Source: an optimization exercise on an open RTL-to-GDS flow (aim: small area). Production flows keep margins and buffers that such runs may drop.
Only simulation tests tie the RTL to the original design; equivalence was not proved.

==> flow/design.v <==
module iida_aoi222 (
  input  logic a0, a1, b0, b1, c0, c1,
  output logic y
);
  assign y = ~((a0 & a1) | (b0 & b1) | (c0 & c1));
endmodule
module iida_nand2 (
  input  logic a, b,
  output logic y
);
  assign y = ~(a & b);
endmodule
module iida_nand6 (
  input  logic [5:0] n,
  output logic       y
);
  assign y = ~(&n);
endmodule
module iida_sel16 (
  input  logic [15:0] d,
  input  logic [15:0] sel,
  output logic        y
);
  logic [5:0] n;
  iida_aoi222 u_0 (d[0],  sel[0],  d[1],  sel[1],  d[2],  sel[2],  n[0]);
  iida_aoi222 u_1 (d[3],  sel[3],  d[4],  sel[4],  d[5],  sel[5],  n[1]);
  iida_aoi222 u_2 (d[6],  sel[6],  d[7],  sel[7],  d[8],  sel[8],  n[2]);
  iida_aoi222 u_3 (d[9],  sel[9],  d[10], sel[10], d[11], sel[11], n[3]);
  iida_aoi222 u_4 (d[12], sel[12], d[13], sel[13], d[14], sel[14], n[4]);
  iida_nand2  u_5 (d[15], sel[15], n[5]);
  iida_nand6  u_o (n, y);
endmodule
module iida_sel4 (
  input  logic up, su, dn, sd, nw, sn, q, h,
  output logic y
);
  logic n0, n1;
  iida_aoi222 u_0 (up, su, dn, sd, nw, sn, n0);
  iida_nand2  u_1 (q, h, n1);
  iida_nand2  u_o (n0, n1, y);
endmodule
module iida_sel3 (
  input  logic a, sa, b, sb, q, h,
  output logic y
);
  logic n0;
  iida_aoi222 u_0 (a, sa, b, sb, q, h, n0);
  assign y = ~n0;
endmodule
module indexed_insert_delete_array (
  input  logic        clk_i,
  input  logic        rst_ni,
  input  logic        in_valid_i,
  output logic        in_stall_o,
  input  logic [2:0]  command_i,
  input  logic [4:0]  position_i,
  input  logic [31:0] element_i,
  output logic        out_valid_o,
  input  logic        out_stall_i,
  output logic [31:0] read_word_o,
  output logic        found_o,
  output logic [1:0]  status_o,
  output logic [4:0]  count_o
);
  localparam logic [2:0] CMD_APPEND  = 3'd0;
  localparam logic [2:0] CMD_INSERT  = 3'd1;
  localparam logic [2:0] CMD_READ    = 3'd2;
  localparam logic [2:0] CMD_REMOVE  = 3'd3;
  localparam logic [2:0] CMD_REPLACE = 3'd4;
  logic        hold_q;
  logic        accept;
  logic [4:0]  used_q;
  logic [3:0]  slot_q [16];
  logic [31:0] word_q [16];
  logic [3:0]  rd_slot_q;
  logic        found_q;
  logic [1:0]  status_q;
  assign out_valid_o = hold_q;
  assign in_stall_o  = hold_q & out_stall_i;
  assign accept      = in_valid_i & ~in_stall_o;
  always_ff @(posedge clk_i or negedge rst_ni) begin
    if (!rst_ni) begin
      hold_q <= 1'b0;
    end else begin
      hold_q <= accept | (hold_q & out_stall_i);
    end
  end
  logic       full, pos_gt, pos_ge;
  logic       do_ins, do_rem, do_repl, hit;
  logic [1:0] status_d;
  logic [3:0] ins_pos;
  assign full   = used_q[4];
  assign pos_gt = position_i > used_q;
  assign pos_ge = position_i >= used_q;
  always_comb begin
    do_ins   = 1'b0;
    do_rem   = 1'b0;
    do_repl  = 1'b0;
    hit      = 1'b0;
    status_d = 2'd0;
    ins_pos  = position_i[3:0];
    case (command_i)
      CMD_APPEND: begin
        ins_pos = used_q[3:0];
        if (full) status_d = 2'd2;
        else      do_ins   = 1'b1;
      end
      CMD_INSERT: begin
        if (pos_gt)    status_d = 2'd1;
        else if (full) status_d = 2'd2;
        else           do_ins   = 1'b1;
      end
      CMD_READ: begin
        if (pos_ge) status_d = 2'd1;
        else        hit      = 1'b1;
      end
      CMD_REMOVE: begin
        if (pos_ge) status_d = 2'd1;
        else        do_rem   = 1'b1;
      end
      CMD_REPLACE: begin
        if (pos_ge) status_d = 2'd1;
        else        do_repl  = 1'b1;
      end
      default: ;
    endcase
  end
  logic [15:0] pos_oh;
  logic [3:0]  pos_slot;
  always_comb begin
    for (int i = 0; i < 16; i++) pos_oh[i] = position_i[3:0] == 4'(i);
  end
  for (genvar b = 0; b < 4; b++) begin : g_pos_slot
    logic [15:0] col;
    for (genvar i = 0; i < 16; i++) begin : g_col
      assign col[i] = slot_q[i][b];
    end
    iida_sel16 u_sel (.d(col), .sel(pos_oh), .y(pos_slot[b]));
  end
  always_ff @(posedge clk_i or negedge rst_ni) begin
    if (!rst_ni) begin
      used_q <= 5'd0;
    end else if (accept & do_ins) begin
      used_q <= used_q + 5'd1;
    end else if (accept & do_rem) begin
      used_q <= used_q - 5'd1;
    end
  end
  logic ins, rem;
  assign ins = accept & do_ins;
  assign rem = accept & do_rem;
  for (genvar i = 0; i < 16; i++) begin : g_map
    logic       su, sd, sn, h;
    logic [3:0] next;
    if (i == 0) begin : g_first
      assign sd = rem & (position_i[3:0] == 4'd0);
      assign sn = ins & (ins_pos == 4'd0);
      assign h  = ~(sd | sn);
      for (genvar b = 0; b < 4; b++) begin : g_bit
        iida_sel3 u_sel (
          .a(slot_q[1][b]), .sa(sd), .b(slot_q[15][b]), .sb(sn),
          .q(slot_q[0][b]), .h(h), .y(next[b])
        );
      end
    end else if (i == 15) begin : g_last
      assign su = ins & (ins_pos != 4'd15);
      assign sn = rem;
      assign h  = ~(su | sn);
      for (genvar b = 0; b < 4; b++) begin : g_bit
        iida_sel3 u_sel (
          .a(slot_q[14][b]), .sa(su), .b(pos_slot[b]), .sb(sn),
          .q(slot_q[15][b]), .h(h), .y(next[b])
        );
      end
    end else begin : g_mid
      assign su = ins & (ins_pos < 4'(i));
      assign sd = rem & (position_i[3:0] <= 4'(i));
      assign sn = ins & (ins_pos == 4'(i));
      assign h  = ~(su | sd | sn);
      for (genvar b = 0; b < 4; b++) begin : g_bit
        iida_sel4 u_sel (
          .up(slot_q[i-1][b]), .su(su), .dn(slot_q[i+1][b]), .sd(sd),
          .nw(slot_q[15][b]), .sn(sn), .q(slot_q[i][b]), .h(h), .y(next[b])
        );
      end
    end
    always_ff @(posedge clk_i or negedge rst_ni) begin
      if (!rst_ni) begin
        slot_q[i] <= 4'(i);
      end else begin
        slot_q[i] <= next;
      end
    end
  end
  logic [3:0] wr_slot;
  logic       wr_en;
  assign wr_slot = do_ins ? slot_q[15] : pos_slot;
  assign wr_en   = accept & (do_ins | do_repl);
  for (genvar s = 0; s < 16; s++) begin : g_word
    always_ff @(posedge clk_i) begin
      if (wr_en && (wr_slot == 4'(s))) begin
        word_q[s] <= element_i;
      end
    end
  end
  always_ff @(posedge clk_i) begin
    if (accept) begin
      rd_slot_q <= pos_slot;
      found_q   <= hit;
      status_q  <= status_d;
    end
  end
  logic [15:0] rd_oh;
  always_comb begin
    for (int s = 0; s < 16; s++) rd_oh[s] = found_q & (rd_slot_q == 4'(s));
  end
  for (genvar b = 0; b < 32; b++) begin : g_rd
    logic [15:0] col;
    for (genvar s = 0; s < 16; s++) begin : g_col
      assign col[s] = word_q[s][b];
    end
    iida_sel16 u_sel (.d(col), .sel(rd_oh), .y(read_word_o[b]));
  end
  assign found_o  = found_q;
  assign status_o = status_q;
  assign count_o  = used_q;
endmodule
clock: 5.0 ns
lec_check: 0
cap_margin: 20
core_margin: 2
core_utilization: 60
cts_buf_list: sky130_fd_sc_hd__clkbuf_8
cts_cluster_diameter: 60
cts_cluster_size: 16
slew_margin: 20
synth_hierarchical: 1
synth_minimum_keep_size: 0
standard.sh (not shown) runs the stock make flow with config.mk's settings and CLKGATE_MAP_FILE= SYNTH_SCRIPT=/design/flow/synth_recipe.tcl, a recipe that flattens the netlist after the stock synthesis.
==> flow/flow/run.sh <==
#!/bin/bash
set -euo pipefail
export BUFFER_PORTS_ARGS="-buffer_cell sky130_fd_sc_hd__buf_1"
bash standard.sh > standard.log 2>&1
Edit:
==> flow/run.sh (new file) <==
#!/bin/bash
# synth_recipe.tcl (not shown) runs the flow's synth.tcl, then flattens the netlist and writes it again
# the make line also repeats each setting of config.mk as NAME=value (left out here)
make -C /OpenROAD-flow-scripts/flow DESIGN_CONFIG=/design/flow/config.mk WORK_HOME=/design/flow/orfs CLKGATE_MAP_FILE= SYNTH_SCRIPT=/design/flow/synth_recipe.tcl finish
removed: flow/flow/run.sh
removed: flow/standard.sh
After rerunning: Design area goes up by 2.6%; sequential share of layout area came out lower by 1.8 points; first-iteration DRC count shrinks by 0.48%; non-clock buffer count rises by 22.

port drivers added, routing unchanged:
How much do the figures lean on ideal ports? The routed layouts below were timed once more, with nothing changed but the port constraints.
Step 1 (the two cells are an assumption about what drives the block):
set clk [get_ports {clk_i}]
set_driving_cell -lib_cell sky130_fd_sc_hd__clkbuf_16 $clk
set_driving_cell -lib_cell sky130_fd_sc_hd__buf_2 [delete_from_list [all_inputs] $clk]
Step 2 also shifts input and output timing later by t, the mid clock arrival at the registers, as if the neighbouring blocks saw the same clock.
a / b / c = ideal ports / drivers / drivers and shift; a / b = the first two.
| run | shift t [ns] | slack for setup (ns) | worst setup path at the end | latest minus earliest clock arrival (ns) | cell pins on the clock port's net |
|---|---|---|---|---|---|
| the first run | 0.680 | 0.624 / 0.575 / 0.480 | input to register | 0.047 / 0.046 | 1 |
| the second run | 0.688 | 0.275 / 0.224 / 0.376 | input to register | 0.028 / 0.028 | 1 |
After both steps every run listed still meets setup and hold. For the first run, which loses most, drivers alone change the setup slack by -0.049 ns; drivers and shift together by -0.144 ns.
